This design comes from an exercise in tuning for small area on the open sky130 flow, not from production work. For this run, only the layout was checked, not whether the RTL still works. No activity file was given, so power comes from the tool's default toggle rates.

==> flow/config.mk <==
export PLATFORM = sky130hd
export DESIGN_NAME = gpio_top
export DESIGN_NICKNAME = gpio_top
export VERILOG_FILES = /design/flow/design.v
export SDC_FILE = /design/flow/constraint.sdc
export NUM_CORES = 4
export LEC_CHECK = 0
export CAP_MARGIN = 20
export CORE_MARGIN = 2
export CORE_UTILIZATION = 40
export SLEW_MARGIN = 20
==> flow/constraint.sdc <==
create_clock -name core_clock -period 8.0 [get_ports {PCLK}]
set_input_delay 1.6000 -clock core_clock [delete_from_list [all_inputs] [get_ports {PCLK}]]
set_output_delay 1.6000 -clock core_clock [all_outputs]
set_load 0.01 [all_outputs]
==> flow/design.v <==
`timescale 1ns/1ps
`default_nettype none
module gpio_apb_regs #(
   parameter int          IO_NUM = 32,
   parameter logic [31:0] IO_VAL = '0
)
(
   input  wire                  PCLK,
   input  wire                  aresetn,
   input  wire                  psel_i,
   input  wire                  penable_i,
   input  wire                  pwrite_i,
   input  wire  [7:0]           paddr_i,
   input  wire  [31:0]          pwdata_i,
   input  wire  [IO_NUM-1:0]    pin_level_i,
   input  wire  [IO_NUM-1:0]    irq_status_i,
   output logic [31:0]          prdata_o,
   output logic [8*IO_NUM-1:0]  pin_cfg_o,
   output logic                 irq_clr_strobe_o,
   output logic [31:0]          irq_clr_mask_o,
   output logic [IO_NUM-1:0]    gpio_out_o,
   output logic [IO_NUM-1:0]    gpio_oe_o
);
   localparam logic [7:0] ADDR_CFG_LIMIT = 8'h80;
   localparam logic [7:0] ADDR_INTR      = 8'h80;
   localparam logic [7:0] ADDR_GPIN      = 8'h90;
   localparam logic [7:0] ADDR_GPOUT     = 8'hA0;
   logic [7:0]        cfg_q [IO_NUM];
   logic [IO_NUM-1:0] gpout_q;
   logic [IO_NUM-1:0] out_en_v;
   logic [IO_NUM-1:0] oe_en_v;
   logic [IO_NUM-1:0] in_en_v;
   logic [5:0]        slot;
   logic              wr_en;
   logic              cfg_wr;
   assign wr_en  = psel_i & penable_i & pwrite_i;
   assign cfg_wr = wr_en & (paddr_i < ADDR_CFG_LIMIT);
   assign slot   = paddr_i[7:2];
   assign irq_clr_strobe_o = wr_en & (paddr_i == ADDR_INTR);
   assign irq_clr_mask_o   = pwdata_i;
   always_ff @(posedge PCLK or negedge aresetn)
   begin
      if (!aresetn)
      begin
         for (int i = 0; i < IO_NUM; i++)
            cfg_q[i] <= '0;
      end
      else
      begin
         for (int i = 0; i < IO_NUM; i++)
         begin
            if (cfg_wr && (int'(slot) == i))
            begin
               cfg_q[i] <= pwdata_i[7:0];
            end
         end
      end
   end
   always_ff @(posedge PCLK or negedge aresetn)
   begin
      if (!aresetn)
      begin
         gpout_q <= IO_VAL[IO_NUM-1:0];
      end
      else if (wr_en && (paddr_i == ADDR_GPOUT))
      begin
         gpout_q <= pwdata_i[IO_NUM-1:0];
      end
   end
   always_comb
   begin
      for (int i = 0; i < IO_NUM; i++)
      begin
         pin_cfg_o[8*i +: 8] = cfg_q[i];
         out_en_v[i] = cfg_q[i][0];
         in_en_v[i]  = cfg_q[i][1];
         oe_en_v[i]  = cfg_q[i][2];
      end
   end
   assign gpio_out_o = gpout_q & out_en_v;
   assign gpio_oe_o  = oe_en_v & out_en_v;
   always_comb
   begin
      prdata_o = '0;
      if (paddr_i < ADDR_CFG_LIMIT)
      begin
         for (int i = 0; i < IO_NUM; i++)
         begin
            if (int'(slot) == i)
               prdata_o = {24'h0, cfg_q[i]};
         end
      end
      else
      begin
         case (paddr_i)
            ADDR_INTR:  prdata_o = 32'(irq_status_i);
            ADDR_GPIN:  prdata_o = 32'(pin_level_i & in_en_v);
            ADDR_GPOUT: prdata_o = 32'(gpout_q);
            default:    prdata_o = '0;
         endcase
      end
   end
endmodule
`default_nettype wire
`timescale 1ns/1ps
`default_nettype none
module gpio_input_monitor #(
   parameter int IO_NUM = 32
)
(
   input  wire                  PCLK,
   input  wire                  aresetn,
   input  wire  [IO_NUM-1:0]    gpio_in_i,
   input  wire  [8*IO_NUM-1:0]  pin_cfg_i,
   input  wire                  irq_clr_strobe_i,
   input  wire  [31:0]          irq_clr_mask_i,
   output logic [IO_NUM-1:0]    pin_level_o,
   output logic [IO_NUM-1:0]    irq_status_o,
   output logic [IO_NUM-1:0]    int_o,
   output logic                 int_or_o
);
   localparam logic [2:0] INT_LEVEL_HIGH = 3'd0;
   localparam logic [2:0] INT_LEVEL_LOW  = 3'd1;
   localparam logic [2:0] INT_EDGE_POS   = 3'd2;
   localparam logic [2:0] INT_EDGE_NEG   = 3'd3;
   localparam logic [2:0] INT_EDGE_BOTH  = 3'd4;
   logic [IO_NUM-1:0] sync1_q;
   logic [IO_NUM-1:0] sync2_q;
   logic [IO_NUM-1:0] level_q;
   logic [IO_NUM-1:0] edge_pos_q;
   logic [IO_NUM-1:0] edge_neg_q;
   logic [IO_NUM-1:0] edge_both_q;
   logic [IO_NUM-1:0] status_q;
   logic [IO_NUM-1:0] rise;
   logic [IO_NUM-1:0] fall;
   logic [IO_NUM-1:0] clr_hit;
   logic [IO_NUM-1:0] int_en_v;
   logic [IO_NUM-1:0] int_src;
   always_ff @(posedge PCLK or negedge aresetn)
   begin
      if (!aresetn)
      begin
         sync1_q <= '0;
         sync2_q <= '0;
         level_q <= '0;
      end
      else
      begin
         sync1_q <= gpio_in_i;
         sync2_q <= sync1_q;
         level_q <= sync2_q;
      end
   end
   assign pin_level_o = level_q;
   assign rise    = sync2_q & ~level_q;
   assign fall    = ~sync2_q & level_q;
   assign clr_hit = irq_clr_strobe_i ? irq_clr_mask_i[IO_NUM-1:0] : '0;
   always_comb
   begin
      for (int i = 0; i < IO_NUM; i++)
      begin
         int_en_v[i] = pin_cfg_i[8*i+3];
      end
   end
   always_ff @(posedge PCLK or negedge aresetn)
   begin
      if (!aresetn)
      begin
         edge_pos_q  <= '0;
         edge_neg_q  <= '0;
         edge_both_q <= '0;
      end
      else
      begin
         edge_pos_q  <= int_en_v & (rise | (edge_pos_q & ~clr_hit));
         edge_neg_q  <= int_en_v & (fall | (edge_neg_q & ~clr_hit));
         edge_both_q <= int_en_v & (rise | fall | (edge_both_q & ~clr_hit));
      end
   end
   always_comb
   begin
      for (int i = 0; i < IO_NUM; i++)
      begin
         case (pin_cfg_i[8*i+5 +: 3])
            INT_LEVEL_HIGH: int_src[i] = level_q[i];
            INT_LEVEL_LOW:  int_src[i] = ~level_q[i];
            INT_EDGE_POS:   int_src[i] = edge_pos_q[i];
            INT_EDGE_NEG:   int_src[i] = edge_neg_q[i];
            INT_EDGE_BOTH:  int_src[i] = edge_both_q[i];
            default:        int_src[i] = 1'b0;
         endcase
      end
   end
   assign int_o    = int_src & int_en_v;
   assign int_or_o = |int_o;
   always_ff @(posedge PCLK or negedge aresetn)
   begin
      if (!aresetn)
      begin
         status_q <= '0;
      end
      else if (irq_clr_strobe_i)
      begin
         status_q <= status_q & ~irq_clr_mask_i[IO_NUM-1:0];
      end
      else
      begin
         status_q <= int_o;
      end
   end
   assign irq_status_o = status_q;
endmodule
`default_nettype wire
`timescale 1ns/1ps
`default_nettype none
module gpio_top #(
   parameter int          IO_NUM = 32,
   parameter logic [31:0] IO_VAL = '0
)
(
   input  wire                PCLK,
   input  wire                aresetn,
   input  wire                psel_i,
   input  wire                penable_i,
   input  wire                pwrite_i,
   input  wire  [7:0]         paddr_i,
   input  wire  [31:0]        pwdata_i,
   input  wire  [IO_NUM-1:0]  gpio_in_i,
   output logic [31:0]        prdata_o,
   output logic               pready_o,
   output logic               pslverr_o,
   output logic [IO_NUM-1:0]  int_o,
   output logic               int_or_o,
   output logic [IO_NUM-1:0]  gpio_out_o,
   output logic [IO_NUM-1:0]  gpio_oe_o
);
   logic [8*IO_NUM-1:0] pin_cfg;
   logic                irq_clr_strobe;
   logic [31:0]         irq_clr_mask;
   logic [IO_NUM-1:0]   pin_level;
   logic [IO_NUM-1:0]   irq_status;
   assign pready_o  = 1'b1;
   assign pslverr_o = 1'b0;
   gpio_apb_regs #(
      .IO_NUM (IO_NUM),
      .IO_VAL (IO_VAL)
   ) i_regs (
      .PCLK         (PCLK),
      .aresetn      (aresetn),
      .psel_i       (psel_i),
      .penable_i    (penable_i),
      .pwrite_i     (pwrite_i),
      .paddr_i      (paddr_i),
      .pwdata_i     (pwdata_i),
      .pin_level_i  (pin_level),
      .irq_status_i (irq_status),
      .prdata_o     (prdata_o),
      .pin_cfg_o    (pin_cfg),
      .irq_clr_strobe_o (irq_clr_strobe),
      .irq_clr_mask_o   (irq_clr_mask),
      .gpio_out_o   (gpio_out_o),
      .gpio_oe_o    (gpio_oe_o)
   );
   gpio_input_monitor #(
      .IO_NUM (IO_NUM)
   ) i_monitor (
      .PCLK         (PCLK),
      .aresetn      (aresetn),
      .gpio_in_i    (gpio_in_i),
      .pin_cfg_i    (pin_cfg),
      .irq_clr_strobe_i (irq_clr_strobe),
      .irq_clr_mask_i   (irq_clr_mask),
      .pin_level_o  (pin_level),
      .irq_status_o (irq_status),
      .int_o        (int_o),
      .int_or_o     (int_or_o)
   );
endmodule
`default_nettype wire
==> flow/run.sh <==
#!/bin/bash
# synth_recipe.tcl (not shown) runs the flow's synth.tcl, then flattens the netlist and writes it again
# the make line also repeats each setting of config.mk as NAME=value (left out here)
make -C /OpenROAD-flow-scripts/flow DESIGN_CONFIG=/design/flow/config.mk WORK_HOME=/design/flow/orfs CLKGATE_MAP_FILE= SYNTH_SCRIPT=/design/flow/synth_recipe.tcl finish
==> metrics.cfg <==
[outcome]
status=complete, no violations

[yosys]
synth_cell_types=82
syn_area_um2=25400
yosysTopAreaCellShare_pct=50.4
synth_area_leaders=dfrtp_1 (50%), mux2_2 (12%), a21oi_1 (3.4%)
synth_largest_area_cell=dfrtp_1
syn-mean-instance-area_um2=10.9
yosysWarnings=3
synth-main-ff-cell=dfrtp_1
syn_nets=2464
synthCells=2323
ys_ff_latch=512
seq_area_frac_synth_pct=50.4
synth_edf_count=0
async_reset_ff_share_pct=100

[critical_path]
cp_max_fo=19
r2r-end=i_monitor.status_q[22]
cp-end-kind=output pin
reg2regPathDepth=4
worstPathArrival_ns=5.44
cp_data_required_time_ns=6.40
r2r-start=i_regs.cfg_q[22][5]
reg2reg_slack_ns=6.09
cp-start-kind=input port
critPathKind=in2out

[clocking]
cts_tree=built
postCtsHoldBufs=0
max-clock-path-buffers=3
numCtsBuffers=57
clk_latency_ns=0.64
cts.sinks=512
root_buffer=clkbuf_16
cts_max_level=2
post_cts_buffers=0
clk_pin_slew_ns=0.05
postCtsResizedCells=0

[place]
port_buffers=205
gp_congestion=0.930
dpl.hpwl_mm=58.2

[die]
num_rows=92
die_w_um=256
die_height_um=256
fp.coreArea_um2=63000
die_area_um2=65600
start_util_pct=40.4
io_pins=208

[sta]
finalCritPeriodShare_pct=88.0
period_needed_ns=7.04
drv_slew=0
rsz0062_at_grt=no
finClkSkew_ns=0.0256
fin_tns_setup_ns=0
whs_ns=0.346
finalSetupViolCount=0
relSlewSlack_pct=27.6
tightest_slew_ns=1.09
fmax_mhz=142
hold_violations=0

[pwr]
powerDensity_nw_per_um2=200
p_leak_nw=13.3
peakVddDrop_v=0.000151

[grt]
overflow=0
grt_pass1_wl_mm=125
grt_pass1_vias=19500
grtUsageTotal_pct=25.0
antenna_found_initial=0
grt_max_degree=171

[drt]
drt_first_pass_iters=6
num_vias=19100
drt_wl_total_mm=82.6
vias_per_cell=5.63
drt_iter0_markers=1514
post_drt_wl_per_cell_um=24.3
drc=0
ant_nets=0

[min_path]
hp-start=i_monitor.sync1_q[29]
hold-path-cell-count=0
min_path_type=reg2reg
holdPathEnd=i_monitor.sync2_q[29]

[cells_and_area]
nets=2641
fillers=5791
area_growth_pct=18.6
final_cell_mix=dfrtp_1 (512), mux2_2 (271), clkdlybuf4s50_1 (196)
final_common_cell=dfrtp_1
drive_gt1_share_pct=18.4
seq_area_um2=12800
multi_input_area_um2=11500

[flow_run]
max-cap-violations=0

-- area by class of cell --
cell class	instances	share of cell area (%)
diodes	1	0.00829
flip-flops and latches	512	42.5
clock buffers	89	5.63
repair buffers	242	7.79
clock inverters	15	0.705
inverters	131	1.63
multi-input cells	1556	38.3
well taps	846	3.51
-- worst max path at each step --
stage | cells after the start | start | slack (ns) | endpoint
after floorplan | 7 | paddr_i[7] | 3.15 | prdata_o[6]
after global placement | 8 | paddr_i[6] | 1.04 | prdata_o[6]
after detailed placement | 8 | paddr_i[6] | 1.01 | prdata_o[6]
after CTS | 8 | paddr_i[6] | 1.01 | prdata_o[6]
after global routing | 8 | paddr_i[6] | 0.83 | prdata_o[2]
final | 9 | paddr_i[6] | 0.96 | prdata_o[4]
-- flip-flops by register name (all words and copies together), names as in the netlist --
name / flops
i_monitor.level_q: 32
i_monitor.sync2_q: 32
i_monitor.sync1_q: 32
i_regs.gpout_q: 32
i_monitor.edge_pos_q: 32
i_monitor.status_q: 32
i_regs.cfg_q: 256
i_monitor.edge_neg_q: 32
i_monitor.edge_both_q: 32
-- kinds of logic after synthesis --
family	synth area share, %
flip-flops	50.4
AND/OR/NAND/NOR	13.0
adder cells (fa/ha/maj)	3.15
other	0.0295
buffers and inverters	4.29
XOR/XNOR	1.10
AO/OA/AOI/OAI	11.9
multiplexers	16.1
-- routing by layer --
layer	GRT usage, %	part of all wire, %	up-vias
met5	0	0	-
met4	9.52	3.8	0
met3	4.40	6.3	166
met2	39.5	46	624
met1	34.5	44	9714
li1	-	-	8586
-- worst max-delay path: stages --
cell	delay, ns
clkdlybuf4s50_1	0.87
buf_4	0.27
or4b_1	0.82
o32a_1	0.32
o2111ai_1	0.10
a2111oi_0	0.09
a211oi_1	0.48
nand3b_1	0.30
clkdlybuf4s50_1	0.59
-- cell usage after synthesis (42+ instances only) --
cell	n
a21oi_1	171
a31oi_1	42
and2_1	72
clkbuf_1	64
dfrtp_1	512
ha_1	64
inv_1	130
mux2_2	271
mux2i_1	76
nand2_1	161
nand3_1	54
nor2_1	65
nor2b_1	72
o21ai_0	117
-- where the power goes --
part | switching (W) | total [W] | internal [W] | leakage (nW)
Combinational | 0.000307 | 0.000518 | 0.000211 | 5.67
Sequential | 0.000127 | 0.00283 | 0.00270 | 6.72
Clock | 0.00109 | 0.00267 | 0.00159 | 0.940
-- metrics by stage --
step | cell area (µm²) | cells | util, % | worst slack [ns] | power [W]
floorplan | 25400 | 2323 | - | 3.15 | 0.00311
detailed placement | 28300 | 3287 | 44.9 | 1.01 | 0.00339
global placement | 28300 | 3287 | 44.9 | 1.04 | 0.00338
global route | 30200 | 3391 | 47.9 | 0.832 | 0.00625
finish | 30200 | 3392 | 47.9 | 0.958 | 0.00602
CTS | 30200 | 3391 | 47.9 | 1.01 | 0.00608

static timing again, ports no longer ideal:
Ports are ideal in the flow. The routed layout listed here was re-timed in OpenROAD.
Step 1 assumes that a clkbuf_16 drives the clock port and a buf_2 every other input.
Step 2 moves the port delays by t, midway between the first and last clock arrival at a register: inputs arrive t later, outputs are due t later. That takes back most of the time a late clock gives input paths.
Slacks: ideal ports / drivers / drivers and shift; pairs: ideal ports / drivers.
shift t [ns]: 0.689
slack for setup (ns): 0.958 / 0.884 / 0.884
hold slack, ns: 0.346 / 0.346 / 0.346
After both steps this run still meets setup and hold. The setup slack of this run moves by -0.074 ns with the drivers and by -0.074 ns with both steps.
